This is an optimization exercise on Yosys and OpenROAD, whose aim is small area, a short achievable clock period and few clock cycles per item, not a production implementation. Only the layout flow was run in this run; the RTL was not checked for function there. Power figures rest on the tool's default switching activity, not on a simulated workload.

--- flow/config.mk ---
export PLATFORM = sky130hd
export DESIGN_NAME = fft8_top
export DESIGN_NICKNAME = fft8_top
export VERILOG_FILES = /design/flow/design.v
export SDC_FILE = /design/flow/constraint.sdc
export NUM_CORES = 4
export LEC_CHECK = 0
export CAP_MARGIN = 20
export CORE_MARGIN = 2
export CORE_UTILIZATION = 40
export SLEW_MARGIN = 20
--- flow/constraint.sdc ---
create_clock -name core_clock -period 9.5 [get_ports {clk}]
set_input_delay 1.9000 -clock core_clock [delete_from_list [all_inputs] [get_ports {clk}]]
set_output_delay 1.9000 -clock core_clock [all_outputs]
set_load 0.01 [all_outputs]
--- flow/design.v ---
module fft8_top
(
    input  logic              clk,
    input  logic              reset,
    input  logic              sample_valid_i,
    input  logic [23:0]       sample_i,
    output logic              accept_o,
    input  logic              out_ready_i,
    output logic              out_valid_o,
    output logic [31:0]       bin_o,
    output logic              complete_o
);
    localparam int AW = 14;
    localparam logic signed [15:0] TW_C = 16'sd23170;
    logic              iv;
    logic [2:0]        in_n;
    logic signed [11:0] ixr;
    logic signed [11:0] ixi;
    logic [2:0]        tcnt;
    logic              take;
    logic              proc;
    logic              h_free;
    assign proc     = iv & ((in_n != 3'd7) | h_free);
    assign accept_o = ~iv | proc;
    assign take     = sample_valid_i & accept_o;
    always_ff @(posedge clk)
    begin
        if (reset)
        begin
            iv   <= 1'b0;
            tcnt <= '0;
        end
        else
        begin
            if (take)
            begin
                iv   <= 1'b1;
                tcnt <= tcnt + 1'b1;
            end
            else if (proc)
                iv <= 1'b0;
        end
    end
    always_ff @(posedge clk)
    begin
        if (take)
        begin
            in_n <= tcnt;
            ixr  <= sample_i[23:12];
            ixi  <= sample_i[11:0];
        end
    end
    logic signed [AW-1:0] p_re [4];
    logic signed [AW-1:0] p_im [4];
    logic signed [AW-1:0] q_re [4];
    logic signed [AW-1:0] q_im [4];
    logic signed [AW-1:0] s_re [4];
    logic signed [AW-1:0] s_im [4];
    logic [1:0]           m;
    logic signed [AW-1:0] xr;
    logic signed [AW-1:0] xi;
    assign m  = in_n[2:1];
    assign xr = AW'(ixr);
    assign xi = AW'(ixi);
    always_comb
    begin
        for (int k = 0; k < 4; k++)
        begin
            logic signed [AW-1:0] tr;
            logic signed [AW-1:0] ti;
            logic signed [AW-1:0] br;
            logic signed [AW-1:0] bi;
            case (2'(m * 2'(k)))
                2'd0: begin tr = xr;  ti = xi;  end
                2'd1: begin tr = xi;  ti = -xr; end
                2'd2: begin tr = -xr; ti = -xi; end
                default: begin tr = -xi; ti = xr; end
            endcase
            br = (m == 2'd0) ? '0 : q_re[k];
            bi = (m == 2'd0) ? '0 : q_im[k];
            s_re[k] = br + tr;
            s_im[k] = bi + ti;
        end
    end
    always_ff @(posedge clk)
    begin
        if (proc)
        begin
            for (int k = 0; k < 4; k++)
            begin
                p_re[k] <= s_re[k];
                p_im[k] <= s_im[k];
                q_re[k] <= p_re[k];
                q_im[k] <= p_im[k];
            end
        end
    end
    logic signed [AW-1:0] he_re [4];
    logic signed [AW-1:0] he_im [4];
    logic signed [AW-1:0] ho_re [4];
    logic signed [AW-1:0] ho_im [4];
    logic                 hv;
    logic [2:0]           c;
    logic                 rdy;
    logic                 iss;
    logic                 load;
    assign iss    = hv & rdy;
    assign h_free = ~hv | (iss & (c == 3'd7));
    assign load   = proc & (in_n == 3'd7);
    always_ff @(posedge clk)
    begin
        if (load)
        begin
            for (int k = 0; k < 4; k++)
            begin
                he_re[k] <= p_re[k];
                he_im[k] <= p_im[k];
                ho_re[k] <= s_re[k];
                ho_im[k] <= s_im[k];
            end
        end
    end
    always_ff @(posedge clk)
    begin
        if (reset)
        begin
            hv <= 1'b0;
            c  <= '0;
        end
        else if (load)
        begin
            hv <= 1'b1;
            c  <= '0;
        end
        else if (iss)
        begin
            c <= c + 1'b1;
            if (c == 3'd7)
                hv <= 1'b0;
        end
    end
    logic                 v1;
    logic [1:0]           k1;
    logic                 h1;
    logic signed [AW-1:0] e1_re;
    logic signed [AW-1:0] e1_im;
    logic signed [14:0]   a1;
    logic signed [14:0]   b1;
    always_ff @(posedge clk)
    begin
        if (reset)
            v1 <= 1'b0;
        else if (rdy)
            v1 <= iss;
    end
    always_ff @(posedge clk)
    begin
        if (rdy)
        begin
            k1    <= c[1:0];
            h1    <= c[2];
            e1_re <= he_re[c[1:0]];
            e1_im <= he_im[c[1:0]];
            if (c[0])
            begin
                a1 <= 15'(ho_re[c[1:0]]) + 15'(ho_im[c[1:0]]);
                b1 <= 15'(ho_im[c[1:0]]) - 15'(ho_re[c[1:0]]);
            end
            else
            begin
                a1 <= 15'(ho_re[c[1:0]]);
                b1 <= 15'(ho_im[c[1:0]]);
            end
        end
    end
    logic                 v2;
    logic signed [AW-1:0] e2_re;
    logic signed [AW-1:0] e2_im;
    logic [15:0]          a2;
    logic [15:0]          b2;
    logic                 cr2;
    logic                 ci2;
    logic signed [30:0]   ps;
    logic signed [30:0]   pd;
    logic signed [15:0]   psh;
    logic signed [15:0]   pdh;
    logic                 nz;
    logic [15:0]          ta;
    logic [15:0]          tb;
    logic                 inv_r;
    logic                 inv_i;
    logic                 cin_i;
    always_comb
    begin
        ps  = 31'(a1) * 31'(TW_C);
        pd  = 31'(b1) * 31'(TW_C);
        psh = 16'(ps >>> 15);
        pdh = 16'(pd >>> 15);
        nz  = |ps[14:0];
        inv_r = h1;
        inv_i = h1;
        cin_i = h1;
        case (k1)
            2'd0:
            begin
                ta = 16'(a1);
                tb = 16'(b1);
            end
            2'd1:
            begin
                ta = psh;
                tb = pdh;
            end
            2'd2:
            begin
                ta = 16'(b1);
                tb = 16'(a1);
                inv_i = ~h1;
                cin_i = ~h1;
            end
            default:
            begin
                ta = pdh;
                tb = psh;
                inv_i = ~h1;
                cin_i = h1 ? nz : ~nz;
            end
        endcase
    end
    always_ff @(posedge clk)
    begin
        if (reset)
            v2 <= 1'b0;
        else if (rdy)
            v2 <= v1;
    end
    always_ff @(posedge clk)
    begin
        if (rdy)
        begin
            e2_re <= e1_re;
            e2_im <= e1_im;
            a2    <= ta ^ {16{inv_r}};
            b2    <= tb ^ {16{inv_i}};
            cr2   <= inv_r;
            ci2   <= cin_i;
        end
    end
    logic [15:0] x_re;
    logic [15:0] x_im;
    logic        send;
    logic        fire;
    logic        sk_v;
    logic [31:0] sk_d;
    assign x_re = 16'(e2_re) + a2 + 16'(cr2);
    assign x_im = 16'(e2_im) + b2 + 16'(ci2);
    assign rdy  = ~sk_v;
    assign send = rdy & v2;
    assign fire = out_valid_o & out_ready_i;
    always_ff @(posedge clk)
    begin
        if (reset)
        begin
            out_valid_o <= 1'b0;
            sk_v        <= 1'b0;
        end
        else if (~out_valid_o | fire)
        begin
            out_valid_o <= sk_v | send;
            sk_v        <= 1'b0;
        end
        else if (send)
            sk_v <= 1'b1;
    end
    always_ff @(posedge clk)
    begin
        if (~out_valid_o | fire)
            bin_o <= sk_v ? sk_d : {x_re, x_im};
        if (send & out_valid_o & ~out_ready_i)
            sk_d <= {x_re, x_im};
    end
    logic [2:0] ocnt;
    logic [1:0] fcnt;
    logic [1:0] fcnt_n;
    logic       f_in;
    logic       f_out;
    assign f_in   = take & (tcnt == 3'd7);
    assign f_out  = fire & (ocnt == 3'd7);
    assign fcnt_n = fcnt + 2'(f_in) - 2'(f_out);
    always_ff @(posedge clk)
    begin
        if (reset)
        begin
            ocnt       <= '0;
            fcnt       <= '0;
            complete_o <= 1'b0;
        end
        else
        begin
            if (fire)
                ocnt <= ocnt + 1'b1;
            fcnt       <= fcnt_n;
            complete_o <= (fcnt_n != 2'd0);
        end
    end
endmodule
--- flow/run.sh ---
#!/bin/bash
# synth_recipe.tcl (not shown) runs the flow's synth.tcl, then flattens the netlist and writes it again
# the make line also repeats each setting of config.mk as NAME=value (left out here)
make -C /OpenROAD-flow-scripts/flow DESIGN_CONFIG=/design/flow/config.mk WORK_HOME=/design/flow/orfs CLKGATE_MAP_FILE= SYNTH_SCRIPT=/design/flow/synth_recipe.tcl finish
==> summary.txt <==
# rows 116; TritonCTS clock tree done; MaxCap Viol Count 0; Leakage 17.8 nW; Worst-Margin Slew 1.04 ns; type of the worst setup path reg -> reg; TritonRoute pass-1 iters 10; fin. max-slew vios 0; Final Hold Viols 0; hold buffer count at CTS 0; Clock Sinks 680; worst hold slack 0.417 ns; root buffer cell clkbuf_16; Synth area leader edfxtp_1; relative slew slack 30.5%; Synth cell types 79; worst endpoint data arrival time 6.67 ns; GRT Util Overall 19.1%; CP required 9.87 ns; Syn Inst Count 3395; CP max FO 21; die width 322 microns; CP startpoint a1[14]; number of global-route vias before repair 25500; DRC Markers 0; Synth Flop Type edfxtp_1; placed cell count 4654; Final ANT Viol Nets 0; Routed WL per cell 20.4 microns; setup TNS 0 ns; FF+latch area 20200 sq um; crit path capture b2[12]; syn_nets 3950; IO Port Bufs 62; unrepaired setup endpoints after global routing no; die area 104000 sq um; R2R depth 17; Synth area leaders edfxtp_1 (49%), ha_1 (12%), fa_1 (6.1%), xnor2_1 (3.7%), a21oi_1 (2.7%); DP HPWL 70.7 mm; Placer Congestion 0.887; Die Y-Extent 322 microns; Max Freq 159 MHz; fin nets 3992; vias per inst 5.38; status no timing/DRC/antenna violations; Post-Place Cell Area 42500 sq um; Initial DRC Count 2335; fill count 9151; top-area cell type share of the netlist area 49.1%; first-pass GRT wire length 152 mm; GRT Residual Overflow 0; core region area 100000 sq um; vias after detailed routing 25800; Tmin final 6.30 ns; Mean Syn Cell Area 11.9 sq um; total number of yosys warnings 11; P&R area growth vs syn 11.8%; worst hold path class reg -> reg; layout cells sized above 1 6.88%; Startpoint Class register; post-route cell area 45200 sq um; asr flop ratio synth 0%; multi-input logic area 18800 sq um; Starting Density 40.4%; FF+latch count, synth 680; VDD IR max 0.153 mV; clock skew 0.0255 ns; Ports 63; CTS clk-pin slew, worst paths 0.06 ns; P per Cell Area 204 nW/um^2; initial antenna violation count 10; buffer depth of the longest clock path 3; flop2flop setup slack 3.20 ns; number of flops mapped to enable cells by yosys 662; R2R Path End b2[12]; Clock Latency Late Sink 0.64 ns; Final Instance Count excl. Fillers 4801; largest net degree at the start of global routing 148; mapped cell area 40500 sq um; CTS resizes 0; Worst setup EP type register; Setup Fix Bufs, Post-CTS 0; register area share after synthesis 50.0%; H-tree levels 3; R2R Path Start a1[14]; final worst path period share 66.3%; setup violators final 0; CTS buffer count 79; WL final 98.1 mm
worst max-delay path, cell delays in order, from the launching register on:
cell	delay (ns)
edfxtp_1	0.89
ha_1	0.37
inv_1	0.07
fa_1	0.42
inv_1	0.08
fa_1	0.43
fa_1	0.52
fa_1	0.50
ha_1	0.31
ha_1	0.35
a21o_1	0.18
a21oi_1	0.21
or4b_4	0.51
a41oi_2	0.28
o21bai_1	0.14
xor2_1	0.16
mux4_2	0.47
xnor2_1	0.14
synthesized netlist by cell type, types with 22 or more instances:
cell type / number
a21oi_1: 221
a211oi_1: 32
mux2i_1: 30
a21o_1: 44
inv_1: 252
nand2_1: 200
buf_1: 28
xnor2_1: 170
a31oi_1: 22
nor2b_1: 42
nor2_1: 255
mux2_2: 33
or3_1: 28
o21a_1: 22
and2_1: 109
ha_1: 404
clkbuf_1: 100
nor3_1: 71
edfxtp_1: 662
fa_1: 123
nand3_1: 53
xor2_1: 68
a222oi_1: 56
o21ai_0: 111
metal layers:
layer	vias up	track usage [%]	part of all wire [%]
met5	-	0	0
met4	0	4.93	2.3
met3	113	2.92	4.8
met2	629	31.4	47
met1	12600	26.3	46
li1	12500	-	-
final cells by class:
| type | count | share of cell area [%] |
|---|---|---|
| sequential | 680 | 44.7 |
| tap | 1298 | 3.59 |
| clock inverter | 58 | 1.49 |
| multi-input combinational | 2326 | 41.5 |
| inverter | 256 | 2.14 |
| timing repair buffer | 94 | 1.94 |
| clock buffer | 88 | 4.54 |
| antenna | 1 | 0.00553 |
power breakdown:
group | switching, mW | leakage (nW) | internal (mW)
Sequential | 0.0925 | 6.47 | 3.54
Combinational | 1.41 | 10.0 | 1.02
Clock | 1.27 | 1.32 | 1.90
registers in the layout (all words and copies together), names as in the netlist, 56 cells and up:
signal and flops:
p_re 56, ho_im 56, he_im 56, he_re 56
p_im 56, ho_re 56, q_im 56, q_re 56
stage by stage:
stage	total power [mW]	utilization, %	setup WS [ns]
3_3_place_gp	6.09	42.4	3.32
2_1_floorplan	5.48	-	1.91
3_5_place_dp	6.10	42.4	3.21
4_1_cts	9.32	45.2	3.18
5_1_grt	9.75	45.2	2.80
6_report	9.23	45.2	3.20
logic make-up after synthesis:
kind of cell / synth area share [%]
xor gates and xnor gates: 5.15
DFF: 50.0
AOI/OAI and AO/OA: 10.9
buffers and inverters: 3.64
adders and majority gates: 18.6
muxes: 1.94
and+or+nand+nor: 9.82
worst min-delay path by stage:
| stage | endpoint | slack (ns) | from | depth (start not counted) |
|---|---|---|---|---|
| 3_3_place_gp | e2_re[7] | 0.40 | e1_re[7] | 0 |
| 5_1_grt | e2_im[5] | 0.42 | e1_im[5] | 0 |
| 2_1_floorplan | e2_im[0] | 0.40 | e1_im[0] | 0 |
| 3_5_place_dp | e2_re[4] | 0.40 | e1_re[4] | 0 |
| 4_1_cts | e2_im[5] | 0.42 | e1_im[5] | 0 |
| 6_report | e2_im[5] | 0.42 | e1_im[5] | 0 |
cell usage in the layout (no fill, tap or decap), types with 108 or more instances in the layout:
cell      instances
edfxtp_1        662
ha_1            401
nor2_1          255
inv_1           251
a21oi_1         221
nand2_1         199
xnor2_1         170
fa_1            123
o21ai_0         109
and2_1          108

port drivers added, routing unchanged:
In the flow no input, the clock included, has a driving cell. The finished layout below was timed again as built, in two steps. Step 1 sets driving cells, clkbuf_16 on the clock port and buf_2 on the other inputs (assumed; they add their load-dependent delay and slew). Step 2, shift: input delay + t, output delay - t, t = (earliest + latest rising clock arrival at the registers) / 2. This alone moves slack from input paths to output paths. Three values: ideal, step 1, step 2; two values: the first two.
t, ns: 0.699
setup WS [ns]: 3.201 / 3.201 / 3.201
hold slack, ns: 0.417 / 0.417 / 0.417
worst register clock-pin slew, ns: 0.06 / 0.06
worst slew at a driven data input, ns: 0.09
After both steps setup and hold are still met in this run. The setup slack of this run moves by 0.000 ns with the drivers and by 0.000 ns with both steps.
